From an optimization exercise on the open Yosys and OpenROAD flow, aimed at small area, a short achievable clock period and few clock cycles per item; shortcuts taken in it are not production practice.
In this exercise RTL edits were held to simulation tests only and were not proved equivalent to the original.
Power figures rest on the tool's default switching activity, not on a simulated workload.

### design.v
package lpg_pkg;
    localparam logic [2:0] MODE_OFF     = 3'd0;
    localparam logic [2:0] MODE_ON      = 3'd1;
    localparam logic [2:0] MODE_SLOW    = 3'd2;
    localparam logic [2:0] MODE_FAST    = 3'd3;
    localparam logic [2:0] MODE_BREATHE = 3'd4;
    localparam logic [2:0] CFG_MODE      = 3'd0;
    localparam logic [2:0] CFG_SLOW_ON   = 3'd1;
    localparam logic [2:0] CFG_SLOW_OFF  = 3'd2;
    localparam logic [2:0] CFG_FAST_HALF = 3'd3;
    localparam logic [2:0] CFG_INHALE    = 3'd4;
    localparam logic [2:0] CFG_EXHALE    = 3'd5;
    localparam logic [2:0] CFG_PAUSE     = 3'd6;
    localparam logic [15:0] RST_SLOW_ON   = 16'd50;
    localparam logic [15:0] RST_SLOW_OFF  = 16'd2000;
    localparam logic [15:0] RST_FAST_HALF = 16'd100;
    localparam logic [15:0] RST_INHALE    = 16'd2000;
    localparam logic [15:0] RST_EXHALE    = 16'd2500;
    localparam logic [15:0] RST_PAUSE     = 16'd1200;
    localparam logic [6:0] PCT_FULL     = 7'd100;
    localparam logic [6:0] BREATH_FLOOR = 7'd10;
    localparam logic [9:0] PWM_TOP      = 10'd1023;
    localparam int QUO_W = 7;
    localparam int REM_W = 24;
    localparam int DEN_W = 16;
    typedef struct packed {
        logic load;
        logic eval;
        logic finish;
    } lpg_cmd_t;
    typedef struct packed {
        logic div_busy;
    } lpg_sts_t;
endpackage
import lpg_pkg::*;
module lpg_divider (
    input  logic                      clk,
    input  logic                      rst_n,
    input  logic                      start,
    input  logic [lpg_pkg::DEN_W-1:0] num,
    input  logic [lpg_pkg::DEN_W-1:0] den,
    output logic                      busy,
    output logic [lpg_pkg::QUO_W-1:0] quotient
);
    localparam logic [2:0] LAST_STEP = 3'(QUO_W - 1);
    logic [REM_W-1:0] rem_reg;
    logic [REM_W-1:0] rem_next;
    logic [DEN_W:0]   dsor_reg;
    logic [QUO_W-1:0] quo_reg;
    logic [QUO_W-1:0] quo_next;
    logic [2:0]       step_reg;
    logic             busy_reg;
    logic [REM_W-1:0] num_ext;
    logic [REM_W-1:0] dividend;
    logic [REM_W-1:0] trial;
    logic             fits;
    assign num_ext  = REM_W'(num);
    assign dividend = (num_ext << 7) + (num_ext << 6) + (num_ext << 3) + REM_W'(den);
    assign trial = REM_W'(dsor_reg) << step_reg;
    assign fits  = (rem_reg >= trial);
    always_comb
    begin
        rem_next = rem_reg;
        quo_next = quo_reg;
        if (fits) begin
            rem_next = rem_reg - trial;
            quo_next[step_reg] = 1'b1;
        end
    end
    always_ff @(posedge clk or negedge rst_n)
    begin
        if (!rst_n) begin
            busy_reg <= 1'b0;
            step_reg <= 3'd0;
        end else if (start) begin
            busy_reg <= 1'b1;
            step_reg <= LAST_STEP;
        end else if (busy_reg) begin
            if (step_reg == 3'd0) begin
                busy_reg <= 1'b0;
            end else begin
                step_reg <= step_reg - 3'd1;
            end
        end
    end
    always_ff @(posedge clk)
    begin
        if (start) begin
            rem_reg  <= dividend;
            dsor_reg <= {den, 1'b0};
            quo_reg  <= '0;
        end else if (busy_reg) begin
            rem_reg <= rem_next;
            quo_reg <= quo_next;
        end
    end
    assign busy     = busy_reg;
    assign quotient = quo_reg;
endmodule
import lpg_pkg::*;
module lpg_datapath (
    input  logic              clk,
    input  logic              rst_n,
    input  logic              cfg_we,
    input  logic [2:0]        cfg_index,
    input  logic [15:0]       cfg_data,
    input  logic [31:0]       now_ms,
    input  lpg_pkg::lpg_cmd_t cmd,
    output lpg_pkg::lpg_sts_t sts,
    output logic [9:0]        pwm_level,
    output logic [6:0]        brightness_pct
);
    logic [2:0]  mode_reg;
    logic [15:0] slow_on_reg;
    logic [15:0] slow_off_reg;
    logic [15:0] fast_half_reg;
    logic [15:0] inhale_reg;
    logic [15:0] exhale_reg;
    logic [15:0] pause_reg;
    logic [6:0]  brightness_reg;
    logic [31:0] last_change_reg;
    logic [31:0] now_reg;
    logic [31:0] elapsed_reg;
    logic [16:0] ramp_sum_reg;
    logic [17:0] cycle_reg;
    logic [6:0]  br_pend_reg;
    logic        div_used_reg;
    logic [9:0]  pwm_reg;
    logic [6:0]  pct_reg;
    logic [6:0]  br_eval;
    logic        touch;
    logic        do_div;
    logic [15:0] div_num;
    logic [15:0] div_den;
    logic        restart;
    logic [31:0] breath_e;
    logic        below_inhale;
    logic        below_ramps;
    logic [16:0] exhale_left;
    logic [6:0]  br_pre;
    logic [6:0]  br_floor;
    logic [6:0]  br_fin;
    logic [9:0]  curve_val;
    logic        div_busy;
    logic [6:0]  div_quo;
    always_ff @(posedge clk or negedge rst_n)
    begin
        if (!rst_n) begin
            mode_reg      <= MODE_OFF;
            slow_on_reg   <= RST_SLOW_ON;
            slow_off_reg  <= RST_SLOW_OFF;
            fast_half_reg <= RST_FAST_HALF;
            inhale_reg    <= RST_INHALE;
            exhale_reg    <= RST_EXHALE;
            pause_reg     <= RST_PAUSE;
        end else if (cfg_we) begin
            unique case (cfg_index)
                CFG_MODE:      mode_reg      <= cfg_data[2:0];
                CFG_SLOW_ON:   slow_on_reg   <= cfg_data;
                CFG_SLOW_OFF:  slow_off_reg  <= cfg_data;
                CFG_FAST_HALF: fast_half_reg <= cfg_data;
                CFG_INHALE:    inhale_reg    <= cfg_data;
                CFG_EXHALE:    exhale_reg    <= cfg_data;
                CFG_PAUSE:     pause_reg     <= cfg_data;
                default:       ;
            endcase
        end
    end
    always_ff @(posedge clk)
    begin
        ramp_sum_reg <= 17'(inhale_reg) + 17'(exhale_reg);
        cycle_reg    <= 18'(inhale_reg) + 18'(exhale_reg) + 18'(pause_reg);
    end
    always_ff @(posedge clk)
    begin
        if (cmd.load) begin
            now_reg     <= now_ms;
            elapsed_reg <= now_ms - last_change_reg;
        end
    end
    assign restart      = (elapsed_reg > 32'(cycle_reg));
    assign breath_e     = restart ? 32'd0 : elapsed_reg;
    assign below_inhale = (breath_e < 32'(inhale_reg));
    assign below_ramps  = (breath_e < 32'(ramp_sum_reg));
    assign exhale_left  = ramp_sum_reg - breath_e[16:0];
    always_comb
    begin
        br_eval = brightness_reg;
        touch   = 1'b0;
        do_div  = 1'b0;
        div_num = '0;
        div_den = inhale_reg;
        unique case (mode_reg)
            MODE_OFF: begin
                br_eval = '0;
            end
            MODE_ON: begin
                br_eval = PCT_FULL;
            end
            MODE_SLOW: begin
                if (brightness_reg == PCT_FULL) begin
                    if (elapsed_reg > 32'(slow_on_reg)) begin
                        br_eval = '0;
                        touch   = 1'b1;
                    end
                end else if (elapsed_reg > 32'(slow_off_reg)) begin
                    br_eval = PCT_FULL;
                    touch   = 1'b1;
                end
            end
            MODE_FAST: begin
                if (elapsed_reg >= 32'(fast_half_reg)) begin
                    br_eval = (brightness_reg == '0) ? PCT_FULL : 7'd0;
                    touch   = 1'b1;
                end
            end
            MODE_BREATHE: begin
                touch  = restart;
                do_div = below_ramps;
                if (below_inhale) begin
                    div_num = breath_e[15:0];
                    div_den = inhale_reg;
                end else begin
                    div_num = exhale_left[15:0];
                    div_den = exhale_reg;
                end
            end
            default: ;
        endcase
    end
    always_ff @(posedge clk)
    begin
        if (cmd.eval) begin
            br_pend_reg  <= br_eval;
            div_used_reg <= do_div;
        end
    end
    lpg_divider u_divider (
        .clk      (clk),
        .rst_n    (rst_n),
        .start    (cmd.eval & do_div),
        .num      (div_num),
        .den      (div_den),
        .busy     (div_busy),
        .quotient (div_quo)
    );
    assign br_pre   = div_used_reg ? div_quo : br_pend_reg;
    assign br_floor = ((mode_reg == MODE_BREATHE) && (br_pre < BREATH_FLOOR)) ?
                      BREATH_FLOOR : br_pre;
    assign br_fin   = (br_floor > PCT_FULL) ? PCT_FULL : br_floor;
    always_ff @(posedge clk or negedge rst_n)
    begin
        if (!rst_n) begin
            brightness_reg <= '0;
        end else if (cfg_we && (cfg_index == CFG_MODE) && (cfg_data[2:0] != mode_reg)) begin
            brightness_reg <= '0;
        end else if (cmd.finish) begin
            brightness_reg <= br_fin;
        end
    end
    always_ff @(posedge clk or negedge rst_n)
    begin
        if (!rst_n) begin
            last_change_reg <= '0;
        end else if (cmd.eval && touch) begin
            last_change_reg <= now_reg;
        end
    end
    always_comb
    begin
        case (br_fin)
            7'd0: curve_val = 10'd0;
            7'd1: curve_val = 10'd0;
            7'd2: curve_val = 10'd0;
            7'd3: curve_val = 10'd0;
            7'd4: curve_val = 10'd0;
            7'd5: curve_val = 10'd0;
            7'd6: curve_val = 10'd0;
            7'd7: curve_val = 10'd0;
            7'd8: curve_val = 10'd0;
            7'd9: curve_val = 10'd0;
            7'd10: curve_val = 10'd1;
            7'd11: curve_val = 10'd1;
            7'd12: curve_val = 10'd1;
            7'd13: curve_val = 10'd1;
            7'd14: curve_val = 10'd1;
            7'd15: curve_val = 10'd1;
            7'd16: curve_val = 10'd2;
            7'd17: curve_val = 10'd2;
            7'd18: curve_val = 10'd2;
            7'd19: curve_val = 10'd2;
            7'd20: curve_val = 10'd3;
            7'd21: curve_val = 10'd3;
            7'd22: curve_val = 10'd3;
            7'd23: curve_val = 10'd3;
            7'd24: curve_val = 10'd4;
            7'd25: curve_val = 10'd4;
            7'd26: curve_val = 10'd5;
            7'd27: curve_val = 10'd5;
            7'd28: curve_val = 10'd5;
            7'd29: curve_val = 10'd6;
            7'd30: curve_val = 10'd7;
            7'd31: curve_val = 10'd7;
            7'd32: curve_val = 10'd8;
            7'd33: curve_val = 10'd8;
            7'd34: curve_val = 10'd9;
            7'd35: curve_val = 10'd10;
            7'd36: curve_val = 10'd11;
            7'd37: curve_val = 10'd11;
            7'd38: curve_val = 10'd12;
            7'd39: curve_val = 10'd13;
            7'd40: curve_val = 10'd15;
            7'd41: curve_val = 10'd16;
            7'd42: curve_val = 10'd17;
            7'd43: curve_val = 10'd18;
            7'd44: curve_val = 10'd20;
            7'd45: curve_val = 10'd21;
            7'd46: curve_val = 10'd23;
            7'd47: curve_val = 10'd24;
            7'd48: curve_val = 10'd26;
            7'd49: curve_val = 10'd28;
            7'd50: curve_val = 10'd31;
            7'd51: curve_val = 10'd33;
            7'd52: curve_val = 10'd35;
            7'd53: curve_val = 10'd38;
            7'd54: curve_val = 10'd41;
            7'd55: curve_val = 10'd44;
            7'd56: curve_val = 10'd47;
            7'd57: curve_val = 10'd50;
            7'd58: curve_val = 10'd54;
            7'd59: curve_val = 10'd58;
            7'd60: curve_val = 10'd63;
            7'd61: curve_val = 10'd67;
            7'd62: curve_val = 10'd72;
            7'd63: curve_val = 10'd77;
            7'd64: curve_val = 10'd83;
            7'd65: curve_val = 10'd89;
            7'd66: curve_val = 10'd96;
            7'd67: curve_val = 10'd102;
            7'd68: curve_val = 10'd110;
            7'd69: curve_val = 10'd118;
            7'd70: curve_val = 10'd127;
            7'd71: curve_val = 10'd136;
            7'd72: curve_val = 10'd146;
            7'd73: curve_val = 10'd156;
            7'd74: curve_val = 10'd167;
            7'd75: curve_val = 10'd180;
            7'd76: curve_val = 10'd193;
            7'd77: curve_val = 10'd206;
            7'd78: curve_val = 10'd221;
            7'd79: curve_val = 10'd237;
            7'd80: curve_val = 10'd255;
            7'd81: curve_val = 10'd273;
            7'd82: curve_val = 10'd293;
            7'd83: curve_val = 10'd314;
            7'd84: curve_val = 10'd336;
            7'd85: curve_val = 10'd361;
            7'd86: curve_val = 10'd387;
            7'd87: curve_val = 10'd414;
            7'd88: curve_val = 10'd444;
            7'd89: curve_val = 10'd476;
            7'd90: curve_val = 10'd511;
            7'd91: curve_val = 10'd547;
            7'd92: curve_val = 10'd587;
            7'd93: curve_val = 10'd629;
            7'd94: curve_val = 10'd674;
            7'd95: curve_val = 10'd723;
            7'd96: curve_val = 10'd775;
            7'd97: curve_val = 10'd830;
            7'd98: curve_val = 10'd890;
            7'd99: curve_val = 10'd954;
            7'd100: curve_val = 10'd1023;
            default: curve_val = 10'd0;
        endcase
    end
    always_ff @(posedge clk)
    begin
        if (cmd.finish) begin
            pwm_reg <= PWM_TOP - curve_val;
            pct_reg <= br_fin;
        end
    end
    assign sts.div_busy   = div_busy;
    assign pwm_level      = pwm_reg;
    assign brightness_pct = pct_reg;
endmodule
import lpg_pkg::*;
module lpg_ctrl (
    input  logic              clk,
    input  logic              rst_n,
    input  logic              in_valid,
    output logic              in_ready,
    output logic              out_valid,
    input  logic              out_ready,
    input  lpg_pkg::lpg_sts_t sts,
    output lpg_pkg::lpg_cmd_t cmd
);
    typedef enum logic [1:0] {
        S_IDLE,
        S_EVAL,
        S_WAIT,
        S_FINISH
    } state_t;
    state_t state_reg;
    state_t state_next;
    logic   out_valid_reg;
    logic   out_valid_next;
    logic   out_free;
    assign out_free = !out_valid_reg || out_ready;
    assign cmd.load   = (state_reg == S_IDLE) && in_valid;
    assign cmd.eval   = (state_reg == S_EVAL);
    assign cmd.finish = (state_reg == S_FINISH) && out_free;
    always_comb
    begin
        state_next     = state_reg;
        out_valid_next = out_valid_reg && !out_ready;
        unique case (state_reg)
            S_IDLE: begin
                if (in_valid) begin
                    state_next = S_EVAL;
                end
            end
            S_EVAL: begin
                state_next = S_WAIT;
            end
            S_WAIT: begin
                if (!sts.div_busy) begin
                    state_next = S_FINISH;
                end
            end
            S_FINISH: begin
                if (out_free) begin
                    state_next     = S_IDLE;
                    out_valid_next = 1'b1;
                end
            end
            default: state_next = S_IDLE;
        endcase
    end
    always_ff @(posedge clk or negedge rst_n)
    begin
        if (!rst_n) begin
            state_reg     <= S_IDLE;
            out_valid_reg <= 1'b0;
        end else begin
            state_reg     <= state_next;
            out_valid_reg <= out_valid_next;
        end
    end
    assign in_ready  = (state_reg == S_IDLE);
    assign out_valid = out_valid_reg;
endmodule
import lpg_pkg::*;
module led_pattern_generator_unit (
    input  logic        clk,
    input  logic        rst_n,
    input  logic        cfg_we,
    input  logic [2:0]  cfg_index,
    input  logic [15:0] cfg_data,
    input  logic        in_valid,
    output logic        in_ready,
    input  logic [31:0] now_ms,
    output logic        out_valid,
    input  logic        out_ready,
    output logic [9:0]  pwm_level,
    output logic [6:0]  brightness_pct
);
    lpg_pkg::lpg_cmd_t cmd;
    lpg_pkg::lpg_sts_t sts;
    lpg_ctrl u_ctrl (
        .clk       (clk),
        .rst_n     (rst_n),
        .in_valid  (in_valid),
        .in_ready  (in_ready),
        .out_valid (out_valid),
        .out_ready (out_ready),
        .sts       (sts),
        .cmd       (cmd)
    );
    lpg_datapath u_datapath (
        .clk            (clk),
        .rst_n          (rst_n),
        .cfg_we         (cfg_we),
        .cfg_index      (cfg_index),
        .cfg_data       (cfg_data),
        .now_ms         (now_ms),
        .cmd            (cmd),
        .sts            (sts),
        .pwm_level      (pwm_level),
        .brightness_pct (brightness_pct)
    );
endmodule
### run.sh
#!/bin/bash
# synth_recipe.tcl (not shown) runs the flow's synth.tcl, then flattens the netlist and writes it again
# the make line also repeats each setting of config.mk as NAME=value (left out here)
make -C /OpenROAD-flow-scripts/flow DESIGN_CONFIG=/design/flow/config.mk WORK_HOME=/design/flow/orfs CLKGATE_MAP_FILE= SYNTH_SCRIPT=/design/flow/synth_recipe.tcl finish
### config.mk
export PLATFORM = sky130hd
export DESIGN_NAME = led_pattern_generator_unit
export DESIGN_NICKNAME = led_pattern_generator_unit
export VERILOG_FILES = /design/flow/design.v
export SDC_FILE = /design/flow/constraint.sdc
export NUM_CORES = 4
export LEC_CHECK = 0
export CAP_MARGIN = 20
export CORE_MARGIN = 2
export CORE_UTILIZATION = 40
export SLEW_MARGIN = 20
### constraint.sdc
create_clock -name core_clock -period 9.0 [get_ports {clk}]
set_input_delay 1.8000 -clock core_clock [delete_from_list [all_inputs] [get_ports {clk}]]
set_output_delay 1.8000 -clock core_clock [all_outputs]
set_load 0.01 [all_outputs]
==> run summary <==
==> cells by family after synthesis <==
group                      Yosys count  share of synthesized area
adders and majority gates          278                      0.166
AOI/OAI and AO/OA                  545                      0.164
DFF                                316                      0.378
muxes                              161                     0.0808
buffers and inverters              283                     0.0504
xor gates and xnor gates            98                     0.0387
and+or+nand+nor                    561                      0.122
==> where the power goes <==
part | leakage [nW] | total, W | switching (W) | internal (W)
Clock | 0.614 | 0.00156 | 0.000636 | 0.000925
Sequential | 3.25 | 0.00253 | 0.000319 | 0.00222
Combinational | 7.16 | 0.00513 | 0.00300 | 0.00214
==> routing by layer <==
metal,vias to the layer above,wire length [um]
met4,0,1620
met2,355,27900
met3,87,2350
met5,-,0
li1,8247,-
met1,8162,26400
==> path summary, 6_finish.rpt <==
| kind | slack (ns) | to | startpoint |
|---|---|---|---|
| max | 0.79 | u_datapath.u_divider.rem_reg[23] | u_datapath.elapsed_reg[13] |
| max in group asynchronous | 6.03 | u_datapath.exhale_reg[12] | rst_n |
| min reg2reg | 0.45 | u_datapath.last_change_reg[3] | u_datapath.now_reg[3] |
| min in group asynchronous | 1.15 | u_datapath.last_change_reg[15] | rst_n |
| max reg2reg | 0.79 | u_datapath.u_divider.rem_reg[23] | u_datapath.elapsed_reg[13] |
| min | 0.45 | u_datapath.last_change_reg[3] | u_datapath.now_reg[3] |
==> worst register-to-register path: cells and delay by family (launching register included) <==
| family | cells | cell delay, ns |
|---|---|---|
| compound gates | 8 | 2.46 |
| xor+xnor | 1 | 0.19 |
| fa+ha+maj | 5 | 1.79 |
| buf+inv | 5 | 0.71 |
| flops | 1 | 0.50 |
| mux | 2 | 0.44 |
| simple gates | 9 | 1.86 |
==> final cells by class <==
cell class	instances	area share
Multi-Input combinational cell	1643	0.509
Inverter	216	0.0325
Clock buffer	58	0.0449
Timing Repair Buffer	97	0.0367
Clock inverter	12	0.00505
Sequential cell	316	0.335
Antenna cell	1	0.000100
Tap cell	748	0.0374
==> stage by stage <==
step | power, W | worst slack [ns]
floorplan | 0.00631 | 1.75
global placement | 0.00757 | 1.11
detailed placement | 0.00765 | 0.846
CTS | 0.00927 | 0.831
global route | 0.00998 | 0.274
finish | 0.00923 | 0.794
==> cell usage after synthesis (all sizes together), types with 27 or more instances <==
master    n  share of area
a21o     46          0.016
nor2b    31         0.0087
a211oi   31          0.010
xnor2    63          0.025
nand3    43         0.0099
dfxtp    42          0.038
dfstp    27          0.032
o21ai   132          0.030
dfrtp   118           0.13
ha      251           0.14
edfxtp  129           0.17
mux2i    48          0.022
mux2    110          0.056
o21a     38          0.013
a21oi   123          0.028
inv     214          0.036
nor3     35         0.0079
nand2   176          0.030
clkbuf   46         0.0078
fa       27          0.024
xor2     35          0.014
nor2    137          0.024
==> impl_metrics.py <==
metrics = {
    "die": {
        "rows": 86,
        "coreArea_um2": 55000,
        "die_area_um2": 57300,
        "num_io_pins": 75,
        "dieHeight_um": 239,
        "die_w_um": 239,
        "start_util": 0.403,
    },
    "detailed_routing": {
        "ant_nets": 0,
        "drcViolationCount": 0,
        "drt-total-wl_um": 58300,
        "dr_total_vias": 16851,
        "wire_per_inst_um": 18.9,
        "drt_iter0_drc": 921,
        "viasPerCell": 5.45,
        "drt-pass1-iter-count": 6,
    },
    "place": {
        "port_buffers": 74,
        "dp_hpwl_um": 44800,
        "gp_congestion": 0.893,
        "dpl_cell_area_um2": 23800,
        "placed_cells": 3019,
    },
    "clocking": {
        "worstSkewPairLatency_ns": 0.56,
        "hold_buffers": 0,
        "cts_max_level": 2,
        "clock_path_buffers": 3,
        "clkTransAtPathRegs_ns": 0.06,
        "cts_resized": 0,
        "cts_setup_buffers": 0,
        "cts-buffers-inserted": 38,
        "cts_tree": "yes",
        "clock-root-buffer": "clkbuf_16",
        "clkSinkCount": 316,
    },
    "synthesis": {
        "synth.net_count": 2576,
        "synth_ff_type": "edfxtp_1",
        "synth-edff-count": 129,
        "synthesis.area_um2": 22200,
        "synth-seq-cells": 316,
        "netlist_instances": 2242,
        "syn_avg_cell_area_um2": 9.89,
        "yosysWarnings": 3,
        "synth_cell_types": 94,
        "yosysSeqAreaShare": 0.378,
        "async_flop_share": 0.459,
    },
    "layout": {
        "layout_commonest_cell": "ha_1",
        "multi_input_area_um2": 12700,
        "layout-drive-gt1-share": 0.106,
        "fillers": 5209,
        "finalNetCount": 2646,
        "area_delta_synth_final_pct": 12.9,
        "layout_common_cells": "251 x ha_1, 210 x inv_1, 174 x nand2_1",
        "final_area_um2": 25000,
        "ff_latch_area_um2": 8380,
        "fin_cells": 3091,
        "utilization": 0.455,
    },
    "hold_path": {
        "hp-class": "flop to flop",
        "hold_depth": 1,
    },
    "run": {
        "maxCapViolCount": 0,
    },
    "grt": {
        "use_met1": 0.270,
        "grt_max_degree": 65,
        "grt_pass1_wl_um": 92600,
        "grt_use_total": 0.205,
        "grt_pass1_vias": 16825,
        "use_met2": 0.351,
        "overflow": 0,
        "met3_usage": 0.0277,
        "top_usage_layer": "met2",
        "antenna_found_initial": 1,
    },
    "timing": {
        "fin_crit_sh": 0.912,
        "tns_ns": 0,
        "layout_min_cycle_time_ns": 8.21,
        "worst_pin_slew_ns": 1.00,
        "holdWs_ns": 0.454,
        "slew_headroom": 0.333,
        "grt_setup_unrepaired": "no",
        "max_freq_mhz": 122,
        "setup_viol": 0,
        "hold_violations": 0,
        "fin_skew_ns": 0.0169,
        "finalMaxSlewViolations": 0,
    },
    "critical_path": {
        "cp_slowest_cell": "o31a_1",
        "end_kind": "flop",
        "worst_path_dominant_cell_family": "compound AO/OA/AOI/OAI gates",
        "crit_type": "flop to flop",
        "reg2reg_depth": 30,
        "path_depth": 30,
        "max_stage_delay_ns": 0.59,
        "required_ns": 9.29,
        "path_max_fanout": 10,
        "start_kind": "flop",
        "cp_data_arrival_time_ns": 8.50,
        "critPathBufInv": 5,
    },
    "power": {
        "ir_worst_vdd_mv": 0.182,
        "leakagePower_nw": 11.0,
        "powerDensity_nw_per_um2": 369,
    },
    "outcome": {
        "status": "timing/DRC/antenna clean",
    },
}
Testbench counts, summed over its fixed seeds: cycles 58,625, items 8,000.

## re-timing with driven ports
Ports are ideal in the flow. The routed layout listed here was re-timed in OpenROAD. Step 1 sets driving cells, clkbuf_16 on the clock port and buf_2 on the other inputs (assumed; they add their load-dependent delay and slew). Step 2 times the ports against the registers' clock, not the clock port: input delays grow and output delays shrink by t, the midpoint of the rising clock arrivals with the driver on. Slacks: ideal ports / drivers / drivers and shift; pairs: ideal ports / drivers.
t (ns): 0.607
setup WS [ns]: 0.794 / 0.794 / 0.794
worst hold slack (ns): 0.454 / 0.454 / 0.454
worst register clock-pin slew, ns: 0.06 / 0.06
After both steps this run still meets setup and hold. For this run, drivers alone change the setup slack by 0.000 ns; drivers and shift together by 0.000 ns.
